From an optimization exercise on the open Yosys and OpenROAD flow, aimed at small area and a short achievable clock period; shortcuts taken in it are not production practice.
The RTL was checked by simulation tests, not by an equivalence proof against the original design.
No activity file was given, so power comes from the tool's default toggle rates.

### design.v
package dmem_pkg;
  localparam logic [15:0] RAM_REGION = 16'h1001;
  localparam logic [15:0] IO_REGION  = 16'h1003;
endpackage
module dmem_ram #(
  parameter int Nloc  = 64,
  parameter int Dbits = 32
) (
  input  logic                      clk,
  input  logic [Nloc/4-1:0]         ins_sel,
  input  logic [Nloc/4-1:0]         ins_keep,
  input  logic [Dbits-1:0]          wdata,
  input  logic [Nloc/2-1:0]         rd_sel,
  output logic [Dbits-1:0]          rdata
);
  logic [Nloc-1:0][Dbits-1:0] ring;
  always_ff @(posedge clk) begin
    for (int i = 0; i < Nloc; i++) begin
      if (i % 4 == 0) begin
        ring[i] <= (ring[(i + Nloc - 1) % Nloc] & {Dbits{ins_keep[i / 4]}})
                 | (wdata & {Dbits{ins_sel[i / 4]}});
      end else begin
        ring[i] <= ring[(i + Nloc - 1) % Nloc];
      end
    end
  end
  always_comb begin
    rdata = '0;
    for (int j = 0; j < Nloc / 2; j++) begin
      rdata = rdata | (ring[2 * j] & {Dbits{rd_sel[j]}});
    end
  end
endmodule
module dmem_responder #(
  parameter int          Nloc        = 64,
  parameter int          Dbits       = 32,
  parameter logic [31:0] RAM_BASE    = {dmem_pkg::RAM_REGION, 16'h0000},
  parameter logic [31:0] IO_BASE     = {dmem_pkg::IO_REGION, 16'h0000}
) (
  input  logic             clk,
  input  logic             reset,
  input  logic             mem_req,
  input  logic             mem_wr,
  input  logic [Dbits-1:0] mem_addr,
  input  logic [Dbits-1:0] mem_writedata,
  output logic [Dbits-1:0] mem_readdata,
  output logic             stall,
  output logic [15:0]      led,
  output logic [Dbits-1:0] cycle_count
);
  localparam int AW = $clog2(Nloc);
  logic c1_q, c2_q, c3_q;
  logic idle;
  logic             wr_q;
  logic             ram_q, led_sel_q, cnt_sel_q;
  logic [AW-1:0]    sqn_q;
  logic [Nloc/2-1:0] tsel_q;
  logic [AW-1:0]    s1;
  logic [Dbits-1:0] wdata_q;
  logic [AW-1:0]    ph_q;
  logic             pv_q;
  logic [AW-1:0]    pnext_q;
  logic [Dbits-1:0] pdata_q;
  logic [Nloc/4-1:0] ins_q;
  logic [Nloc/4-1:0] keep_q;
  logic [Nloc/4-1:0] ins_d;
  logic [Nloc/4-1:0] ins_new;
  logic [Nloc/4-1:0] ins_old;
  logic [AW-1:0]    sq1;
  logic [AW-1:0]    pn1;
  logic             commit_ram;
  logic             pv_d;
  logic [AW-1:0]    pnext_d;
  logic [15:0]      led_q;
  logic [Dbits-1:0] cyc_q;
  logic             is_ram, is_led, is_cnt;
  logic             commit;
  logic             ins_now;
  logic [Dbits-1:0] tap_data;
  logic             byp;
  logic [Dbits-1:0] io_val;
  logic             hold1;
  logic             w_tap, r_tap;
  logic [Dbits-1:0] w_alt, r_alt;
  logic [Dbits-1:0] rdata_q;
  assign idle   = !(c1_q || c2_q || c3_q);
  assign s1     = mem_addr[AW+1:2] + ph_q;
  assign is_ram = (mem_addr[31:16] == RAM_BASE[31:16]);
  assign is_led = (mem_addr[31:16] == IO_BASE[31:16]) && (mem_addr[15:2] == 14'd0);
  assign is_cnt = (mem_addr[31:16] == IO_BASE[31:16]) && (mem_addr[15:2] == 14'd1);
  assign commit  = c3_q && mem_req && wr_q;
  assign commit_ram = commit && ram_q;
  assign ins_now = pv_q && (pnext_q[1:0] == 2'd0);
  assign pv_d    = commit_ram || (pv_q && !ins_now);
  assign sq1     = sqn_q + 1'b1;
  assign pn1     = pnext_q + 1'b1;
  assign pnext_d = commit_ram ? sq1 : pn1;
  assign ins_new = (sq1[1:0] == 2'd0) ? (Nloc/4)'(1) << sq1[AW-1:2] : '0;
  assign ins_old = (pv_q && !ins_now && (pn1[1:0] == 2'd0)) ? (Nloc/4)'(1) << pn1[AW-1:2] : '0;
  assign ins_d   = commit_ram ? ins_new : ins_old;
  dmem_ram #(
    .Nloc  (Nloc),
    .Dbits (Dbits)
  ) u_ram (
    .clk     (clk),
    .ins_sel (ins_q),
    .ins_keep(keep_q),
    .wdata   (pdata_q),
    .rd_sel  (tsel_q),
    .rdata   (tap_data)
  );
  assign byp = pv_q && (pnext_q == sqn_q);
  always_comb begin
    io_val = '0;
    if (led_sel_q) begin
      io_val = {{(Dbits-16){1'b0}}, led_q};
    end else if (cnt_sel_q) begin
      io_val = cyc_q;
    end
  end
  assign w_tap   = !idle && !byp;
  assign w_alt   = idle ? mem_writedata : pdata_q;
  assign r_tap   = ram_q && sqn_q[0] && !byp;
  assign r_alt   = !ram_q ? io_val : (sqn_q[0] ? pdata_q : wdata_q);
  assign hold1 = c1_q && !wr_q && sqn_q[0];
  always_ff @(posedge clk or posedge reset) begin
    if (reset) begin
      c1_q <= 1'b0;
      c2_q <= 1'b0;
      c3_q <= 1'b0;
    end else begin
      c1_q <= idle && mem_req;
      c2_q <= c1_q && mem_req;
      c3_q <= c2_q && mem_req;
    end
  end
  always_ff @(posedge clk) begin
    ph_q <= ph_q + 1'b1;
    if (idle) begin
      wr_q      <= mem_wr;
      ram_q     <= is_ram;
      led_sel_q <= is_led;
      cnt_sel_q <= is_cnt;
      sqn_q     <= s1;
    end else begin
      sqn_q     <= sqn_q + 1'b1;
    end
    tsel_q <= (Nloc/2)'(1) << (idle ? s1[AW-1:1] : sqn_q[AW-1:1]);
    if (idle || hold1) begin
      wdata_q <= w_tap ? tap_data : w_alt;
    end
    rdata_q <= r_tap ? tap_data : r_alt;
    pv_q    <= pv_d;
    pnext_q <= pnext_d;
    ins_q   <= ins_d;
    keep_q  <= ~ins_d;
    if (commit_ram) begin
      pdata_q <= wdata_q;
    end
  end
  always_ff @(posedge clk or posedge reset) begin
    if (reset) begin
      led_q <= '0;
    end else if (commit && led_sel_q) begin
      led_q <= wdata_q[15:0];
    end
  end
  always_ff @(posedge clk or posedge reset) begin
    if (reset) begin
      cyc_q <= '0;
    end else begin
      cyc_q <= cyc_q + 1'b1;
    end
  end
  assign stall        = mem_req && !c3_q && !reset;
  assign mem_readdata = rdata_q;
  assign led          = led_q;
  assign cycle_count  = cyc_q;
endmodule
### flow/run.sh
#!/bin/bash
# Standard layout with port buffers made of plain buffers, free resizing, and a
# clock tree of clkbuf_16 trunks and clkbuf_8 leaves without dummy loads.
set -euo pipefail
CTS="-sink_clustering_enable -repair_clock_nets -sink_clustering_size 16 -sink_clustering_max_diameter 50"
CTS="$CTS -buf_list {sky130_fd_sc_hd__clkbuf_8 sky130_fd_sc_hd__clkbuf_16} -root_buf sky130_fd_sc_hd__clkbuf_16"
CTS="$CTS -sink_clustering_buffer sky130_fd_sc_hd__clkbuf_8 -dont_use_dummy_load"
bash standard.sh 'BUFFER_PORTS_ARGS=-buffer_cell sky130_fd_sc_hd__buf_2' MATCH_CELL_FOOTPRINT=0 "CTS_ARGS=$CTS" finish > run_make.log 2>&1
### standard.sh
#!/bin/bash
# synth_recipe.tcl (not shown) runs the flow's synth.tcl, then flattens the netlist and writes it again
# the make line also repeats each setting of config.mk as NAME=value (left out here)
make -C /OpenROAD-flow-scripts/flow DESIGN_CONFIG=/design/flow/config.mk WORK_HOME=/design/flow/orfs CLKGATE_MAP_FILE= SYNTH_SCRIPT=/design/flow/synth_recipe.tcl "${@:-finish}"
### config.mk
export PLATFORM = sky130hd
export DESIGN_NAME = dmem_responder
export DESIGN_NICKNAME = dmem_responder
export VERILOG_FILES = /design/flow/design.v
export SDC_FILE = /design/flow/constraint.sdc
export NUM_CORES = 4
export LEC_CHECK = 0
export ABC_CLOCK_PERIOD_IN_PS = 2000
export CAP_MARGIN = 20
export CORE_MARGIN = 2
export CORE_UTILIZATION = 60
export PLACE_DENSITY = 0.7
export SETUP_SLACK_MARGIN = 2.05
export SLEW_MARGIN = 20
### constraint.sdc
create_clock -name core_clock -period 4.4 [get_ports {clk}]
set_input_delay 0.8800 -clock core_clock [delete_from_list [all_inputs] [get_ports {clk}]]
set_output_delay 0.8800 -clock core_clock [all_outputs]
set_load 0.01 [all_outputs]
==> impl_metrics.tcl, run 1 <==
set metrics [dict create \
    fin_tns_setup_ns 0 \
    ant_nets 0 \
    gr-total-overflow 0 \
    area_delta_synth_final_pct 8.89 \
    h-tree-depth 4 \
    grt.total_usage_pct 36.4 \
    vias 38300 \
    fin_ws_ns 2.05 \
    met3_length_microns 20500 \
    synth_cell_types 50 \
    final-hold-violation-count 0 \
    antenna_found_initial 2 \
    die_area_sq_um 104000 \
    ys_warn_count 2 \
    avgSynthCellArea_sq_um 14.1 \
    crit_required_ns 4.89 \
    synth_area_sq_um 61000 \
    irDropWorstVdd_mv 0.682 \
    swShare_pct 23.4 \
    rsz0062_at_grt "yes" \
    crit_type "flip-flop to flip-flop" \
    rows 116 \
    async_flop_share_pct 2.23 \
    wl_per_cell_microns 33.0 \
    wl_microns 192000 \
    power.leakage_uw 0.0258 \
    status "finished clean" \
    report.power.total_uw 33300 \
    power.density_nw_per_um2 502 \
    slowest_delay_ns 0.51 \
    cts_max_path_buffers 3 \
    cts-root-buf "clkbuf_16" \
    synthFlopType "dfxtp_1" \
    clk_pin_slew_worst_paths_ns 0.09 \
    maxUsedRoutingLayer "met4" \
    core_area_sq_um 100000 \
    fmax_mhz 425 \
    final_area_sq_um 66400 \
    dr.pass1.iters 6 \
    endpoint_kind "flip-flop" \
    cts_tree "built" \
    drive_gt1_share_pct 13.8 \
    die_h_microns 323 \
    netSwitchingPower_uw 7790 \
    worst_path_max_delay_cell "dfxtp_2" \
    synth-seq-area-share_pct 76.4 \
    post-place-ws_ns 1.42 \
    max-cap-violations 0 \
    ys_seq_elements 2282 \
    setup_viol 0 \
    start_util_pct 60.7 \
    cpMostUsedCell "buf_4" \
    cts_num_sinks 2282 \
    grt_pass1_vias 36600 \
    drc 0 \
    syn_nets 4420 \
    tightestPinTransition_ns 1.29 \
    route.met2.wl_microns 83200 \
    combPwrFrac_pct 4.8 \
    cts_buffers 168 \
    period_share_pct 53.5 \
    cp_data_arrival_time_ns 2.84 \
    place_congestion 0.870 \
    drt_iter0_markers 4920 \
    finalCriticalPeriod_ns 2.35 \
    cp_max_fo 14 \
    finalMaxSlewViolations 0 \
    grt_max_degree 65 \
    port-buffer-count 146 \
    clk_latency_ns 0.76 \
    final_nets 4560 \
    hold_slack_ns 0.272 \
    p_clk_share_pct 29.9 \
    io_pins 149 \
    worst_setup_path_start_kind "flip-flop" \
    clock_skew_ns 0.0896 \
    die_w_microns 323 \
    vias_per_cell 6.56 \
    power.internal_uw 25500 \
    dp_hpwl_microns 112000 \
    placed_cell_area_sq_um 63400 \
    synth_cells 4339 \
    max_slew_margin_pct 14.1 \
    grt_pass1_wl_microns 266000 \
    seq_power_share_pct 65.4 \
    synth_edf_count 68 \
    hold_path.class "flip-flop to flip-flop" \
    path_cells "buf_4 > a22oi_1 > nand4_1 > nor4_2 > buf_4 > and2_1 > o21ai_1" \
    wl_met1_microns 78200 \
]
critical path: cells and delay by family (launching register included):
| family | cells | cell delay (ns) |
|---|---|---|
| buffers and inverters | 2 | 0.59 |
| DFF | 1 | 0.51 |
| AOI/OAI and AO/OA | 2 | 0.29 |
| and+or+nand+nor | 3 | 0.69 |
per-stage QoR:
step	util (%)	instances
2_1_floorplan	-	4339
3_3_place_gp	63.1	5653
3_5_place_dp	63.1	5653
4_1_cts	66.0	5831
5_1_grt	66.1	5834
6_report	66.1	5836
layer usage:
layer / track usage [%] / up-vias
met4: 19.2 / 0
met5: 0 / -
met2: 53.1 / 2426
met1: 51.0 / 19400
met3: 7.86 / 503
li1: - / 16000
final timing paths:
kind                                  start  slack (ns)  cells past startpoint               end
setup / recovery                 tsel_q[24]        2.05                      7       wdata_q[15]
hold / removal             u_ram.ring[1081]        0.27                      0  u_ram.ring[1113]
min in group asynchronous             reset        0.34                      2          led_q[8]
hold reg to reg            u_ram.ring[1081]        0.27                      0  u_ram.ring[1113]
setup reg to reg                 tsel_q[24]        2.05                      7       wdata_q[15]
max in group asynchronous             reset        3.19                      3         cyc_q[15]
what timing repair did:
item | in CTS | in global routing
hold buffers | 0 | 0
gates resized for setup | 61 | 19
setup endpoints to repair | 110 | 67
setup buffers | 10 | 3
pin swaps | 10 | 3
cell usage after synthesis, drive strengths merged, types with 19 or more instances:
library cell | instances | area (sq um)
dfxtp | 2163 | 43300
a22o | 528 | 4620
a22oi | 528 | 3960
clkbuf | 287 | 1080
nand4 | 138 | 878
nand2 | 76 | 285
o21ai | 71 | 355
edfxtp | 68 | 2040
dfrtp | 51 | 1280
mux2 | 48 | 541
nor4 | 45 | 282
and2 | 39 | 244
xnor2 | 36 | 315
mux2i | 32 | 320
nor3 | 29 | 160
nand3 | 25 | 125
a21oi | 23 | 115
nor2 | 19 | 71.3
xor2 | 19 | 166
flip-flops by register name, indices dropped and copies added (netlist names), 6 cells and up:
signal and count:
ins_q 16, pnext_q 6, keep_q 16, led_q 16
wdata_q 32, cyc_q 32, rdata_q 32, pdata_q 32
sqn_q 6, tsel_q 32, ph_q 6, u_ram.ring 2048
cell usage in the layout, fill, tap and decap left out, drive strengths merged, types with 19 or more instances in the layout:
master	synthesis	routed
a21oi	23	23
edfxtp	68	68
nand3	25	25
buf	14	271
nor4	45	45
nor2	19	19
clkbuf	287	168
nor3	29	29
nand2	76	76
dfxtp	2163	2163
nand4	138	138
and2	39	39
dfrtp	51	51
a22oi	528	528
a22o	528	528
o21ai	71	71
mux2i	32	32
mux2	48	48
xor2	19	19
xnor2	36	36
logic make-up (layout without fill, tap and decap cells):
group / Yosys count / in the layout / synth area share [%]
xor gates and xnor gates: 55 / 55 / 0.790
DFF: 2282 / 2282 / 76.4
other: 0 / 2 / 0
muxes: 80 / 80 / 1.41
buffers and inverters: 317 / 455 / 1.99
adders and majority gates: 13 / 13 / 0.279
AOI/OAI and AO/OA: 1193 / 1193 / 15.4
and+or+nand+nor: 399 / 399 / 3.68
power groups by stage:
stage / Clock [uW] / Sequential, uW / Combinational, uW
detailed placement: 0 / 22200 / 1490
floorplan: 0 / 21900 / 953
CTS: 9940 / 21800 / 1530
global placement: 0 / 22200 / 1470
global route: 10700 / 21800 / 1670
finish: 9950 / 21800 / 1580
layout make-up:
class                   instances  area (sq um)
multi-input cells            1740         13600
fillers                      7343         34000
clock buffers                 168          2500
flip-flops and latches       2282         46800
inverters                      16          67.6
well taps                    1357          1700
repair buffers                271          1770
diodes                          2          5.00
==> inputs of run 2 (changes only) <==
--- a/config.mk
+++ b/config.mk
@@ -10,5 +10,5 @@
 export CORE_MARGIN = 2
 export CORE_UTILIZATION = 60
 export PLACE_DENSITY = 0.7
-export SETUP_SLACK_MARGIN = 2.05
+export SETUP_SLACK_MARGIN = 2.25
 export SLEW_MARGIN = 20
==> run 2 against run 1 <==
Still clean. Combinational power increased by 28%. Maximum frequency increased by 2.5%. Routed wire length increased by 4.3%. Sequential power about the same. Sequential share of layout area decreased by 2.1 points. Global-route usage increased by 1.1 points. Highest routed layer is now met5.
==> impl_metrics.tcl, run 2 <==
set metrics [dict create \
    status "finished clean" \
    swShare_pct 23.6 \
    ys_top_cells_by_count "dfxtp_1 (2,163), a22o_1 (528), a22oi_1 (528)" \
    die_h_microns 323 \
    placed_cell_area_sq_um 63400 \
    grt_pass1_vias 37800 \
    place_congestion 0.862 \
    synth-seq-area-share_pct 76.4 \
    rsz0062_at_grt "yes" \
    combPwrFrac_pct 6.0 \
    dp_hpwl_microns 111000 \
    post-place-ws_ns 1.36 \
    core_area_sq_um 100000 \
    synth_cells 4339 \
    port-buffer-count 146 \
    worst_setup_path_start_kind "flip-flop" \
    endpoint_kind "output pin" \
    power.density_nw_per_um2 491 \
    final_cell_mix "dfxtp_1 (2,094), a22o_1 (528), a22oi_1 (510), buf_4 (233), clkbuf_8 (151)" \
    cp_max_fo 2 \
    tightestPinTransition_ns 1.27 \
    syn_nets 4420 \
    vias 39500 \
    synth_area_sq_um 61000 \
    rows 116 \
    grt_pass1_wl_microns 274000 \
    final_area_sq_um 68600 \
    fin_tns_setup_ns 0 \
    cts_num_sinks 2282 \
    reg2reg_to "wdata_q[5]" \
    clock_skew_ns 0.0644 \
    area_delta_synth_final_pct 12.4 \
    netSwitchingPower_uw 7960 \
    ys_warn_count 2 \
    p_clk_share_pct 29.7 \
    largest_register_ff_count 2048 \
    clk_pin_slew_worst_paths_ns 0.08 \
    synthSimpleGateAreaFrac_pct 3.68 \
    synthFlopType "dfxtp_1" \
    r2r_slack_ns 2.21 \
    synthMuxAreaShare_pct 1.41 \
    avgSynthCellArea_sq_um 14.1 \
    start_util_pct 60.7 \
    cp_data_arrival_time_ns 1.41 \
    wl_microns 201000 \
    synth-adder-area-share_pct 0.279 \
    irDropWorstVdd_mv 0.405 \
    cts_max_path_buffers 3 \
    synth_top_family_by_area "compound AO/OA/AOI/OAI gates" \
    async_flop_share_pct 2.23 \
    hold_path.class "primary input to async pin" \
    synthTopCellsByArea "dfxtp_1 (71%), a22o_1 (7.6%), a22oi_1 (6.5%)" \
    finalCriticalPeriod_ns 2.29 \
    final_nets 4726 \
    antenna_found_initial 5 \
    reg2regPathDepth 7 \
    synth_cell_types 50 \
    power.internal_uw 25700 \
    synth-compound-area-share_pct 15.4 \
    postCtsHoldBufs 0 \
    ant_nets 0 \
    synth-xor-area-share_pct 0.790 \
    cts-root-buf "clkbuf_16" \
    gr-total-overflow 0 \
    regMostFlops "u_ram.ring" \
    io_pins 149 \
    clk_latency_ns 0.76 \
    drive_gt1_share_pct 17.9 \
    drc 0 \
    fmax_mhz 436 \
    finalMaxSlewViolations 0 \
    max-cap-violations 0 \
    power.leakage_uw 0.0268 \
    wl_per_cell_microns 33.4 \
    final-hold-violation-count 0 \
    period_share_pct 52.1 \
    crit_required_ns 3.52 \
    vias_per_cell 6.58 \
    crit_type "flip-flop to output pin" \
    netlist.area_leader.share_pct 71.0 \
    synth_edf_count 68 \
    dr.pass1.iters 6 \
    fin_ws_ns 2.11 \
    cts_buffers 168 \
    h-tree-depth 4 \
    hold_slack_ns 0.162 \
    layout_commonest_cell "dfxtp_1" \
    ys_seq_elements 2282 \
    drt_iter0_markers 5491 \
    cts_tree "built" \
    grt_max_degree 65 \
    die_w_microns 323 \
    die_area_sq_um 104000 \
    synth.most_common_cell "dfxtp_1" \
    yosys.area.top_type "dfxtp_1" \
    post-route-util_pct 68.3 \
    grt.total_usage_pct 37.4 \
    seq_power_share_pct 64.3 \
    setup_viol 0 \
    timing.rr.start "tsel_q[29]" \
    max_slew_margin_pct 15.4 \
]
==> run 2: worst max-delay path by stage <==
stage / from / endpoint / slack (ns)
2_1_floorplan: mem_addr[6] / tsel_q[31] / 1.94
3_3_place_gp: mem_addr[6] / tsel_q[5] / 1.40
3_5_place_dp: mem_addr[6] / tsel_q[9] / 1.36
4_1_cts: c3_q / stall / 2.06
5_1_grt: c3_q / stall / 2.05
6_report: c3_q / stall / 2.11
==> run 2: logic make-up (layout without fill, tap and decap cells) <==
| group | count (synthesis) | after routing |
|---|---|---|
| AOI/OAI and AO/OA | 1193 | 1193 |
| buffers and inverters | 317 | 618 |
| and+or+nand+nor | 399 | 402 |
| other | 0 | 3 |
| xor gates and xnor gates | 55 | 55 |
| muxes | 80 | 80 |
| adders and majority gates | 13 | 13 |
| DFF | 2282 | 2282 |
==> run 2: repair_timing <==
action / 4_1_cts / 5_1_grt
cloned: 2 / 3
resized for setup: 166 / 71
setup buffers: 113 / 66
endpoints found under the hold margin: 0 / 0
endpoints found under the setup margin: 238 / 179
pin swaps: 20 / 37
==> run 2: through the flow <==
step           total power, uW  cells
2_1_floorplan            22900   4339
3_3_place_gp             23700   5647
3_5_place_dp             23700   5648
4_1_cts                  33400   5931
5_1_grt                  34600   6000
6_report                 33700   6003
==> run 2: metal layers <==
layer  share of wire [%]  global-route usage, %
met1                  40                   51.7
met2                  43                   54.8
met3                  11                   8.70
met4                 5.9                   20.4
met5               0.016                      0
==> run 2: power groups by stage <==
stage	logic [uW]	clock network [uW]	registers (uW)
3_3_place_gp	1460	0	22200
2_1_floorplan	955	0	21900
3_5_place_dp	1470	0	22200
6_report	2030	10000	21700
5_1_grt	2090	10800	21700
4_1_cts	1760	9960	21700
==> run 2: cell type report <==
| class | instances | area (sq um) |
|---|---|---|
| well taps | 1357 | 1700 |
| flip-flops and latches | 2282 | 46800 |
| repair buffers | 434 | 3570 |
| fillers | 7037 | 31900 |
| diodes | 3 | 7.51 |
| inverters | 16 | 62.6 |
| clock buffers | 168 | 2500 |
| multi-input cells | 1743 | 13900 |
==> run 2: worst max-delay path: stages (launching register included) <==
cell	delay (ns)
dfrtp_2	0.42
nor3b_2	0.15
buf_2	0.14
==> inputs of run 3 (changes only) <==
--- a/config.mk
+++ b/config.mk
@@ -8,7 +8,7 @@
 export ABC_CLOCK_PERIOD_IN_PS = 2000
 export CAP_MARGIN = 20
 export CORE_MARGIN = 2
-export CORE_UTILIZATION = 60
-export PLACE_DENSITY = 0.7
-export SETUP_SLACK_MARGIN = 2.25
+export CORE_UTILIZATION = 55
+export PLACE_DENSITY = 0.65
+export SETUP_SLACK_MARGIN = 2.15
 export SLEW_MARGIN = 20
==> run 3 against run 2 <==
Non-clock buffer count shrank 60. Count of clock-buffer cells in the layout up 2. Cell area decreased by 1.1%. Flip-flop and latch count unchanged. Clock power barely moved. Critical path depth is the same. Global-route usage decreased by 2.4 points. Synthesized area did not move. Synthesized cell count is the same. Die area up 9.0%. Maximum frequency decreased by 0.63%. Sequential share of layout area increased by 0.76 points. Critical endpoint unchanged.
==> impl_metrics.tcl, run 3 <==
set metrics [dict create \
    status "finished clean" \
    grt_max_degree 65 \
    slowest_delay_ns 0.41 \
    synth-seq-area-share_pct 76.4 \
    cts_buffers 170 \
    ys_top_cells_by_count "dfxtp_1 (2,163), a22o_1 (528), a22oi_1 (528)" \
    synth_cell_types 50 \
    max-cap-violations 0 \
    final-hold-violation-count 0 \
    cp_max_fo 3 \
    drc 0 \
    worst_setup_path_start_kind "flip-flop" \
    max_slew_margin_pct 21.2 \
    route.met2.wl_microns 89400 \
    fillCellCount 8548 \
    worst_path_max_delay_cell "dfrtp_1" \
    seq_area_sq_um 46800 \
    power.leakage_uw 0.0264 \
    die_h_microns 337 \
    wl_per_cell_microns 33.7 \
    synth_cells 4339 \
    hold_path.class "primary input to async pin" \
    rows 122 \
    yosys.area.top_type "dfxtp_1" \
    drt_iter0_markers 4974 \
    h-tree-depth 4 \
    synthFlopType "dfxtp_1" \
    clk_latency_ns 0.76 \
    cts-root-buf "clkbuf_16" \
    place_congestion 0.851 \
    path_cells "nor3b_2 > buf_2" \
    rsz0062_at_grt "yes" \
    finalCriticalPeriod_ns 2.31 \
    period_share_pct 52.5 \
    vias 38900 \
    report.power.total_uw 33700 \
    reg2regPathDepth 7 \
    clk_pin_slew_worst_paths_ns 0.09 \
    cts_max_path_buffers 3 \
    final_nets 4666 \
    clock_skew_ns 0.0669 \
    die_area_sq_um 114000 \
    avgSynthCellArea_sq_um 14.1 \
    io_pins 149 \
    wl_met1_microns 83800 \
    crit_required_ns 3.52 \
    synth.most_common_cell "dfxtp_1" \
    maxUsedRoutingLayer "met5" \
    fmax_mhz 433 \
    synthTopCellsByArea "dfxtp_1 (71%), a22o_1 (7.6%), a22oi_1 (6.5%)" \
    crit_type "flip-flop to output pin" \
    vias_per_cell 6.41 \
    endpoint_kind "output pin" \
    ys_warn_count 2 \
    netlist.area_leader.share_pct 71.0 \
    cts_tree "built" \
    layout_commonest_cell "dfxtp_1" \
    cts_num_sinks 2282 \
    tightestPinTransition_ns 1.18 \
    die_w_microns 337 \
    start_util_pct 55.3 \
    power.density_nw_per_um2 496 \
    ys_seq_elements 2282 \
    irDropWorstVdd_mv 0.399 \
    met3_length_microns 20900 \
    ant_nets 0 \
    reg2reg_to "wdata_q[2]" \
    syn_nets 4420 \
    dr.pass1.iters 6 \
    timing.rr.start "tsel_q[28]" \
    antenna_found_initial 8 \
    postCtsHoldBufs 0 \
    port-buffer-count 146 \
    synth_area_sq_um 61000 \
    fin_tns_setup_ns 0 \
    grt.total_usage_pct 35.1 \
    setup_viol 0 \
    gr-total-overflow 0 \
    synth_edf_count 68 \
    async_flop_share_pct 2.23 \
    wl_microns 204000 \
    dp_hpwl_microns 114000 \
    final_cell_mix "dfxtp_1 (2,097), a22o_1 (528), a22oi_1 (525), buf_4 (182), clkbuf_8 (153)" \
    regMostFlops "u_ram.ring" \
    finalMaxSlewViolations 0 \
    largest_register_ff_count 2048 \
    cp_data_arrival_time_ns 1.43 \
    drive_gt1_share_pct 16.3 \
    grt_pass1_wl_microns 277000 \
    core_area_sq_um 110000 \
    r2r_slack_ns 2.14 \
    area_delta_synth_final_pct 11.2 \
    multiInputGateArea_sq_um 13700 \
    grt_pass1_vias 37000 \
]
[run 3: cell counts after synthesis]
Identical to the previous run, type by type.
[run 3: per-layer routing]
metal	GRT usage, %	vias to the layer above
met5	0	-
met4	16.7	4
met3	7.99	506
met2	52.5	2306
met1	48.3	19900
li1	-	16200
[run 3: metrics by stage]
step                setup slack (ns)  instances  utilization, %  cell area (sq um)  hold slack, ns
finish                          2.09       6073            61.5              67800           0.280
CTS                             2.05       6026            61.0              67300           0.257
detailed placement              1.34       5782            57.6              63600           0.312
global placement                1.35       5781            57.6              63600           0.310
global route                    2.02       6071            61.5              67800           0.297
floorplan                       1.94       4339               -              61100           0.310
[run 3: timing repair]
item / in CTS / in global routing
cloned: 0 / 2
setup endpoints to repair: 139 / 109
buffers inserted: 74 / 43
gates resized for setup: 109 / 29
pin swaps: 15 / 13
hold endpoints to repair: 0 / 0
[run 3: worst max path at each step]
stage / cells past startpoint / from / to
floorplan: 8 / mem_addr[6] / tsel_q[31]
global placement: 7 / mem_addr[6] / tsel_q[4]
detailed placement: 7 / mem_addr[6] / tsel_q[10]
CTS: 2 / c3_q / stall
global route: 6 / sqn_q[3] / rdata_q[17]
finish: 2 / c3_q / stall
[run 3: area by class of cell]
| type | instances | share of cell area [%] |
|---|---|---|
| flip-flops and latches | 2282 | 69.0 |
| multi-input cells | 1741 | 20.2 |
| inverters | 16 | 0.0922 |
| repair buffers | 374 | 4.19 |
| diodes | 2 | 0.00738 |
| clock buffers | 170 | 3.73 |
| well taps | 1488 | 2.74 |
[run 3: power breakdown]
group | internal (uW) | switching (uW) | total (uW)
Combinational | 628 | 1280 | 1900
Sequential | 21200 | 459 | 21700
Clock | 3820 | 6230 | 10100
Total | 25700 | 7960 | 33700
[run 3: worst max-delay path: cells and delay by family (launching register included)]
family | cells | cell delay (ns)
flip-flops | 1 | 0.41
AND/OR/NAND/NOR | 1 | 0.15
buffers and inverters | 1 | 0.14
[run 3: cells by family (layout without fill, tap and decap cells)]
family | Yosys count | in the layout | share of synthesized area, %
DFF | 2282 | 2282 | 76.4
AOI/OAI and AO/OA | 1193 | 1193 | 15.4
and+or+nand+nor | 399 | 400 | 3.68
buffers and inverters | 317 | 560 | 1.99
muxes | 80 | 80 | 1.41
xor gates and xnor gates | 55 | 55 | 0.790
adders and majority gates | 13 | 13 | 0.279
other | 0 | 2 | 0
==> inputs of run 4 (changes only) <==
--- a/config.mk
+++ b/config.mk
@@ -8,7 +8,7 @@
 export ABC_CLOCK_PERIOD_IN_PS = 2000
 export CAP_MARGIN = 20
 export CORE_MARGIN = 2
-export CORE_UTILIZATION = 55
-export PLACE_DENSITY = 0.65
+export CORE_UTILIZATION = 62
+export PLACE_DENSITY = 0.72
 export SETUP_SLACK_MARGIN = 2.15
 export SLEW_MARGIN = 20
==> run 4 against run 3 <==
Sequential power hardly changed. Synthesized cell count stayed put. Count of clock-buffer cells in the layout is 4 lower. Critical path type unchanged. First-iteration DRC count is 13% higher. Still clean. Total power is 0.68% lower. Core utilization is 7.1 points higher. Critical endpoint unchanged. Hold slack worse by 0.12 ns. Maximum frequency is 0.14% lower. Non-clock buffer count is 35 lower.
==> impl_metrics.tcl, run 4 <==
set metrics [dict create \
    wl_microns 197000 \
    layout_commonest_cell "dfxtp_1" \
    worst_setup_path_start_kind "flip-flop" \
    finalCriticalPeriod_ns 2.31 \
    synthTopCellsByArea "dfxtp_1 (71%), a22o_1 (7.6%), a22oi_1 (6.5%)" \
    cts_max_path_buffers 3 \
    dr.pass1.iters 8 \
    antenna_found_initial 3 \
    synth_edf_count 68 \
    ys_warn_count 2 \
    hold_path.class "primary input to async pin" \
    die_w_microns 318 \
    synth-adder-area-share_pct 0.279 \
    synth_cells 4339 \
    synth_area_sq_um 61000 \
    max-cap-violations 0 \
    postCtsHoldBufs 0 \
    grt_pass1_wl_microns 269000 \
    final_nets 4626 \
    ys_seq_elements 2282 \
    port-buffer-count 146 \
    rsz0062_at_grt "yes" \
    regMostFlops "u_ram.ring" \
    final_cell_mix "dfxtp_1 (2,096), a22o_1 (528), a22oi_1 (527), buf_4 (161), clkbuf_8 (149)" \
    clk_pin_slew_worst_paths_ns 0.10 \
    irDropWorstVdd_mv 0.490 \
    async_flop_share_pct 2.23 \
    vias 39000 \
    h-tree-depth 4 \
    tightestPinTransition_ns 1.25 \
    io_pins 149 \
    netSwitchingPower_uw 7850 \
    period_share_pct 52.6 \
    fmax_mhz 432 \
    crit_type "flip-flop to output pin" \
    drive_gt1_share_pct 15.6 \
    clock_skew_ns 0.0669 \
    fin_tns_setup_ns 0 \
    place_congestion 0.862 \
    synthMuxAreaShare_pct 1.41 \
    drc 0 \
    synth_top_family_by_area "compound AO/OA/AOI/OAI gates" \
    yosys.area.top_type "dfxtp_1" \
    post-route-util_pct 68.5 \
    gr-total-overflow 0 \
    worst_path_max_delay_cell "dfrtp_1" \
    dp_hpwl_microns 112000 \
    synth_cell_types 50 \
    final_area_sq_um 67200 \
    cts-root-buf "clkbuf_16" \
    vias_per_cell 6.69 \
    status "finished clean" \
    finalMaxSlewViolations 0 \
    seq_power_share_pct 65.0 \
    r2r_slack_ns 2.13 \
    syn_nets 4420 \
    power.leakage_uw 0.0262 \
    multiInputGateArea_sq_um 13700 \
    path_cells "nor3b_2 > buf_2" \
    ys_top_cells_by_count "dfxtp_1 (2,163), a22o_1 (528), a22oi_1 (528)" \
    cp_max_fo 2 \
    p_clk_share_pct 29.7 \
    synthSimpleGateAreaFrac_pct 3.68 \
    cts_tree "built" \
    start_util_pct 62.2 \
    rows 115 \
    grt.total_usage_pct 37.6 \
    max_slew_margin_pct 16.7 \
    grt_pass1_vias 37300 \
    power.internal_uw 25600 \
    seq_area_sq_um 46800 \
    setup_viol 0 \
    area_delta_synth_final_pct 10.1 \
    placed_cell_area_sq_um 63400 \
    wl_per_cell_microns 33.7 \
    synth-seq-area-share_pct 76.4 \
    synth.most_common_cell "dfxtp_1" \
    combPwrFrac_pct 5.4 \
    cts_buffers 166 \
    die_h_microns 318 \
    die_area_sq_um 101000 \
    cts_num_sinks 2282 \
    synth-compound-area-share_pct 15.4 \
    cp_data_arrival_time_ns 1.43 \
    endpoint_kind "output pin" \
    drt_iter0_markers 5619 \
    reg2regPathDepth 6 \
    grt_max_degree 65 \
    timing.rr.start "sqn_q[3]" \
    final-hold-violation-count 0 \
    synth-xor-area-share_pct 0.790 \
    clk_latency_ns 0.76 \
    largest_register_ff_count 2048 \
    reg2reg_to "rdata_q[18]" \
    crit_required_ns 3.52 \
    ant_nets 0 \
    core_area_sq_um 98000 \
    avgSynthCellArea_sq_um 14.1 \
    power.density_nw_per_um2 498 \
    synthFlopType "dfxtp_1" \
    fillCellCount 6847 \
    netlist.area_leader.share_pct 71.0 \
    swShare_pct 23.5 \
    slowest_delay_ns 0.41 \
]
run 4: worst max-delay path by stage:
stage	from	endpoint	slack, ns
3_5_place_dp	mem_addr[6]	tsel_q[10]	1.42
2_1_floorplan	mem_addr[6]	tsel_q[31]	1.94
6_report	c3_q	stall	2.09
4_1_cts	tsel_q[18]	wdata_q[8]	1.98
5_1_grt	sqn_q[3]	rdata_q[18]	2.03
3_3_place_gp	mem_addr[6]	tsel_q[9]	1.47
run 4: cell families (layout without fill, tap and decap cells):
family,count (synthesis),in the layout
AND/OR/NAND/NOR,399,399
flip-flops,2282,2282
adder cells (fa/ha/maj),13,13
other,0,3
XOR/XNOR,55,55
AO/OA/AOI/OAI,1193,1193
multiplexers,80,80
buffers and inverters,317,521
run 4: area by class of cell:
type,instances,share of cell area (%)
timing repair buffer,339,3.71
clock buffer,166,3.69
tap,1287,2.40
antenna,3,0.0112
inverter,16,0.104
multi-input combinational,1740,20.4
sequential,2282,69.7
run 4: worst max-delay path: cells and delay by family, from the launching register on:
family	cells	cell delay (ns)
flops	1	0.41
simple gates	1	0.15
buf+inv	1	0.14
run 4: repair_timing:
item | CTS | global route
cloned | 0 | 3
setup endpoints to repair | 178 | 140
pin swaps | 14 | 9
resized for setup | 79 | 42
buffers inserted | 33 | 41
run 4: layer usage:
layer	wire length (microns)	global-route usage [%]
met1	77700	52.7
met2	84800	55.5
met3	23500	8.09
met5	24	0
met4	10800	19.2
run 4: power groups by stage:
stage / logic (uW) / clock network (uW) / registers (uW)
2_1_floorplan: 955 / 0 / 21900
3_3_place_gp: 1490 / 0 / 22200
3_5_place_dp: 1510 / 0 / 22200
4_1_cts: 1570 / 9870 / 21700
5_1_grt: 1860 / 10600 / 21700
6_report: 1800 / 9910 / 21700
run 4: per-stage QoR:
stage / power, uW / instances / hold slack [ns] / setup slack, ns
floorplan: 22900 / 4339 / 0.310 / 1.94
global placement: 23700 / 5586 / 0.310 / 1.47
detailed placement: 23700 / 5586 / 0.312 / 1.42
CTS: 33200 / 5785 / 0.158 / 1.98
global route: 34200 / 5830 / 0.202 / 2.03
finish: 33400 / 5833 / 0.160 / 2.09
==> inputs of run 5 (changes only) <==
==> flow/run.sh (replaced) <==
#!/bin/bash
# Standard layout with port buffers made of plain buffers, free resizing, and a
# clock tree of clkbuf_16 trunks and clkbuf_8 leaves without dummy loads.
set -euo pipefail
CTS="-sink_clustering_enable -repair_clock_nets -sink_clustering_size 18 -sink_clustering_max_diameter 50"
CTS="$CTS -buf_list {sky130_fd_sc_hd__clkbuf_8 sky130_fd_sc_hd__clkbuf_16} -root_buf sky130_fd_sc_hd__clkbuf_16"
CTS="$CTS -sink_clustering_buffer sky130_fd_sc_hd__clkbuf_8 -dont_use_dummy_load"
bash standard.sh 'BUFFER_PORTS_ARGS=-buffer_cell sky130_fd_sc_hd__buf_2' MATCH_CELL_FOOTPRINT=0 "CTS_ARGS=$CTS" finish > run_make.log 2>&1
--- a/config.mk
+++ b/config.mk
@@ -8,7 +8,7 @@
 export ABC_CLOCK_PERIOD_IN_PS = 2000
 export CAP_MARGIN = 20
 export CORE_MARGIN = 2
-export CORE_UTILIZATION = 62
-export PLACE_DENSITY = 0.72
+export CORE_UTILIZATION = 60
+export PLACE_DENSITY = 0.7
 export SETUP_SLACK_MARGIN = 2.15
 export SLEW_MARGIN = 20
==> run 5 against run 4 <==
Still clean on timing, DRC and antenna. First-iteration DRC count shrank 2.7%. Sequential power about the same. Hold slack better by 0.015 ns. Total power shrank 1.0%. Core utilization shrank 1.9 points. Global-route usage fell by 0.78 points. Routed wire length down 0.46%. Combinational power shrank 3%. Die area grew 3.3%. Sequential share of layout area grew 0.23 points. Synthesized area stayed put. Largest cell class unchanged. Highest routed layer is now met4.
==> impl_metrics.tcl, run 5 <==
set metrics [dict create \
    seq_power_share_pct 65.7 \
    io_pins 149 \
    ant_nets 0 \
    synth_area_sq_um 61000 \
    swShare_pct 23.5 \
    final_nets 4600 \
    synth_edf_count 68 \
    syn_nets 4420 \
    largest_register_ff_count 2048 \
    max-cap-violations 0 \
    hold_path.class "primary input to async pin" \
    power.internal_uw 25300 \
    period_share_pct 52.1 \
    wl_microns 196000 \
    ys_seq_elements 2282 \
    layout_commonest_cell "dfxtp_1" \
    cts-root-buf "clkbuf_16" \
    cts_max_path_buffers 3 \
    irDropWorstVdd_mv 0.389 \
    final-hold-violation-count 0 \
    fillCellCount 7261 \
    grt_pass1_vias 36900 \
    yosys.area.top_type "dfxtp_1" \
    wl_per_cell_microns 33.4 \
    cts_tree "built" \
    clk_pin_slew_worst_paths_ns 0.08 \
    gr-total-overflow 0 \
    rsz0062_at_grt "yes" \
    worst_setup_path_start_kind "flip-flop" \
    start_util_pct 60.7 \
    antenna_found_initial 1 \
    synth_cell_types 50 \
    drt_iter0_markers 5469 \
    drc 0 \
    fmax_mhz 436 \
    synthTopCellsByArea "dfxtp_1 (71%), a22o_1 (7.6%), a22oi_1 (6.5%)" \
    vias_per_cell 6.60 \
    fin_tns_setup_ns 0 \
    setup_viol 0 \
    hold_slack_ns 0.175 \
    area_delta_synth_final_pct 9.76 \
    core_area_sq_um 100000 \
    grt.total_usage_pct 36.8 \
    place_congestion 0.862 \
    avgSynthCellArea_sq_um 14.1 \
    dp_hpwl_microns 111000 \
    ys_warn_count 2 \
    crit_type "flip-flop to output pin" \
    max_slew_margin_pct 19.1 \
    synth.most_common_cell "dfxtp_1" \
    dr.pass1.iters 6 \
    num_antenna_cells 0 \
    power.density_nw_per_um2 494 \
    netlist.area_leader.share_pct 71.0 \
    clk_latency_ns 0.76 \
    cp_max_fo 2 \
    die_w_microns 323 \
    tightestPinTransition_ns 1.21 \
    die_area_sq_um 104000 \
    finalMaxSlewViolations 0 \
    cts_buffers 154 \
    port-buffer-count 146 \
    endpoint_kind "output pin" \
    finalCriticalPeriod_ns 2.29 \
    postCtsHoldBufs 0 \
    p_clk_share_pct 29.1 \
    grt_max_degree 65 \
    h-tree-depth 4 \
    netSwitchingPower_uw 7760 \
    drive_gt1_share_pct 15.1 \
    rows 116 \
    die_h_microns 323 \
    synthFlopType "dfxtp_1" \
    synth-seq-area-share_pct 76.4 \
    combPwrFrac_pct 5.3 \
    cp_data_arrival_time_ns 1.41 \
    status "finished clean" \
    synth_cells 4339 \
    async_flop_share_pct 2.23 \
    crit_required_ns 3.52 \
    clock_skew_ns 0.0675 \
    vias 38800 \
    power.leakage_uw 0.0260 \
    grt_pass1_wl_microns 270000 \
    cts_num_sinks 2282 \
    ys_top_cells_by_count "dfxtp_1 (2,163), a22o_1 (528), a22oi_1 (528)" \
    final_cell_mix "dfxtp_1 (2,096), a22o_1 (528), a22oi_1 (526), buf_2 (146), buf_4 (144)" \
    regMostFlops "u_ram.ring" \
]
==> run 5: cell counts after synthesis <==
No cell type changed its count.
==> run 5: critical path, cell delays in order (launching register included) <==
cell and delay [ns]:
dfrtp_2 0.42, nor3b_2 0.15, buf_2 0.15
==> run 5: through the flow <==
| step | utilization, % | cell area (sq um) | power (uW) | worst slack (ns) | instances |
|---|---|---|---|---|---|
| after floorplan | - | 61100 | 22900 | 1.94 | 4339 |
| after global placement | 63.1 | 63400 | 23700 | 1.40 | 5647 |
| after detailed placement | 63.1 | 63400 | 23700 | 1.36 | 5648 |
| after CTS | 66.1 | 66400 | 32900 | 2.07 | 5834 |
| after global routing | 66.7 | 66900 | 33900 | 2.05 | 5874 |
| final | 66.7 | 66900 | 33100 | 2.11 | 5874 |
==> run 5: routing by layer <==
layer / GRT usage [%] / routed length (microns) / vias to the layer above
li1: - / - / 16100
met1: 51.4 / 78700 / 19500
met2: 54.6 / 85300 / 2615
met3: 7.95 / 21700 / 531
met4: 18.2 / 10300 / 0
met5: 0 / 0 / -
==> run 5: cell type report <==
cell class / instances / area (sq um) / share of cell area, %
flip-flops and latches: 2282 / 46800 / 69.9
clock buffers: 154 / 2310 / 3.45
multi-input cells: 1742 / 13800 / 20.6
repair buffers: 323 / 2330 / 3.48
well taps: 1357 / 1700 / 2.54
inverters: 16 / 60.1 / 0.0897
==> run 5: repair_timing <==
action,4_1_cts,5_1_grt
buffers inserted,31,39
gates resized for setup,99,42
cloned,1,1
endpoints found under the setup margin,200,125
pin swaps,13,9
==> run 5: power groups by stage <==
stage,combinational (uW),clock (uW),sequential (uW)
final,1740,9610,21700
after global routing,1810,10400,21800
after CTS,1550,9620,21800
after detailed placement,1470,0,22200
after global placement,1460,0,22200
after floorplan,955,0,21900
==> run 5: final timing paths <==
path	from	end	slack, ns	depth (start not counted)
hold / removal	reset	cyc_q[31]	0.18	2
min in group core_clock	u_ram.ring[1113]	u_ram.ring[1145]	0.30	0
setup / recovery	c3_q	stall	2.11	2
hold reg to reg	u_ram.ring[1113]	u_ram.ring[1145]	0.30	0
setup reg to reg	tsel_q[21]	wdata_q[16]	2.16	7
max in group asynchronous	reset	cyc_q[8]	3.32	3
==> run 5: logic make-up (layout without fill, tap and decap cells) <==
group / Yosys count / after routing / share of synthesized area [%]
flip-flops: 2282 / 2282 / 76.4
AO/OA/AOI/OAI: 1193 / 1193 / 15.4
adder cells (fa/ha/maj): 13 / 13 / 0.279
multiplexers: 80 / 80 / 1.41
buffers and inverters: 317 / 493 / 1.99
AND/OR/NAND/NOR: 399 / 401 / 3.68
XOR/XNOR: 55 / 55 / 0.790

==> what the ideal ports hide <==
The flow's constraints put no driver on any port. The routed layouts listed below were extracted and timed again, unchanged, in two steps.
Step 1 sets driving cells, clkbuf_16 on the clock port and buf_2 on the other inputs (assumed; they add their load-dependent delay and slew).
Step 2 moves the port delays by t, midway between the first and last clock arrival at a register: inputs arrive t later, outputs are due t later. That takes back most of the time a late clock gives input paths.
a / b / c = ideal / step 1 / step 2; a / b = the first two.
run	t, ns	slack for setup (ns)	worst hold slack (ns)	worst register clock-pin slew, ns	worst slew at a driven data input, ns
run 1	0.789	2.047 / 2.008 / 1.543	0.272 / 0.272 / 0.272	0.10 / 0.10	0.04
run 2	0.804	2.106 / 2.029 / 1.576	0.162 / 0.105 / 0.306	0.10 / 0.10	0.06
run 3	0.799	2.091 / 2.015 / 1.540	0.280 / 0.230 / 0.290	0.10 / 0.10	0.06
run 4	0.792	2.088 / 2.017 / 1.515	0.160 / 0.110 / 0.292	0.10 / 0.10	0.06
run 5	0.801	2.106 / 2.031 / 1.612	0.175 / 0.119 / 0.303	0.11 / 0.11	0.06
After both steps setup and hold are still met in every run listed. The setup slack of run 4, which loses most, moves by -0.071 ns with the drivers and by -0.573 ns with both steps.
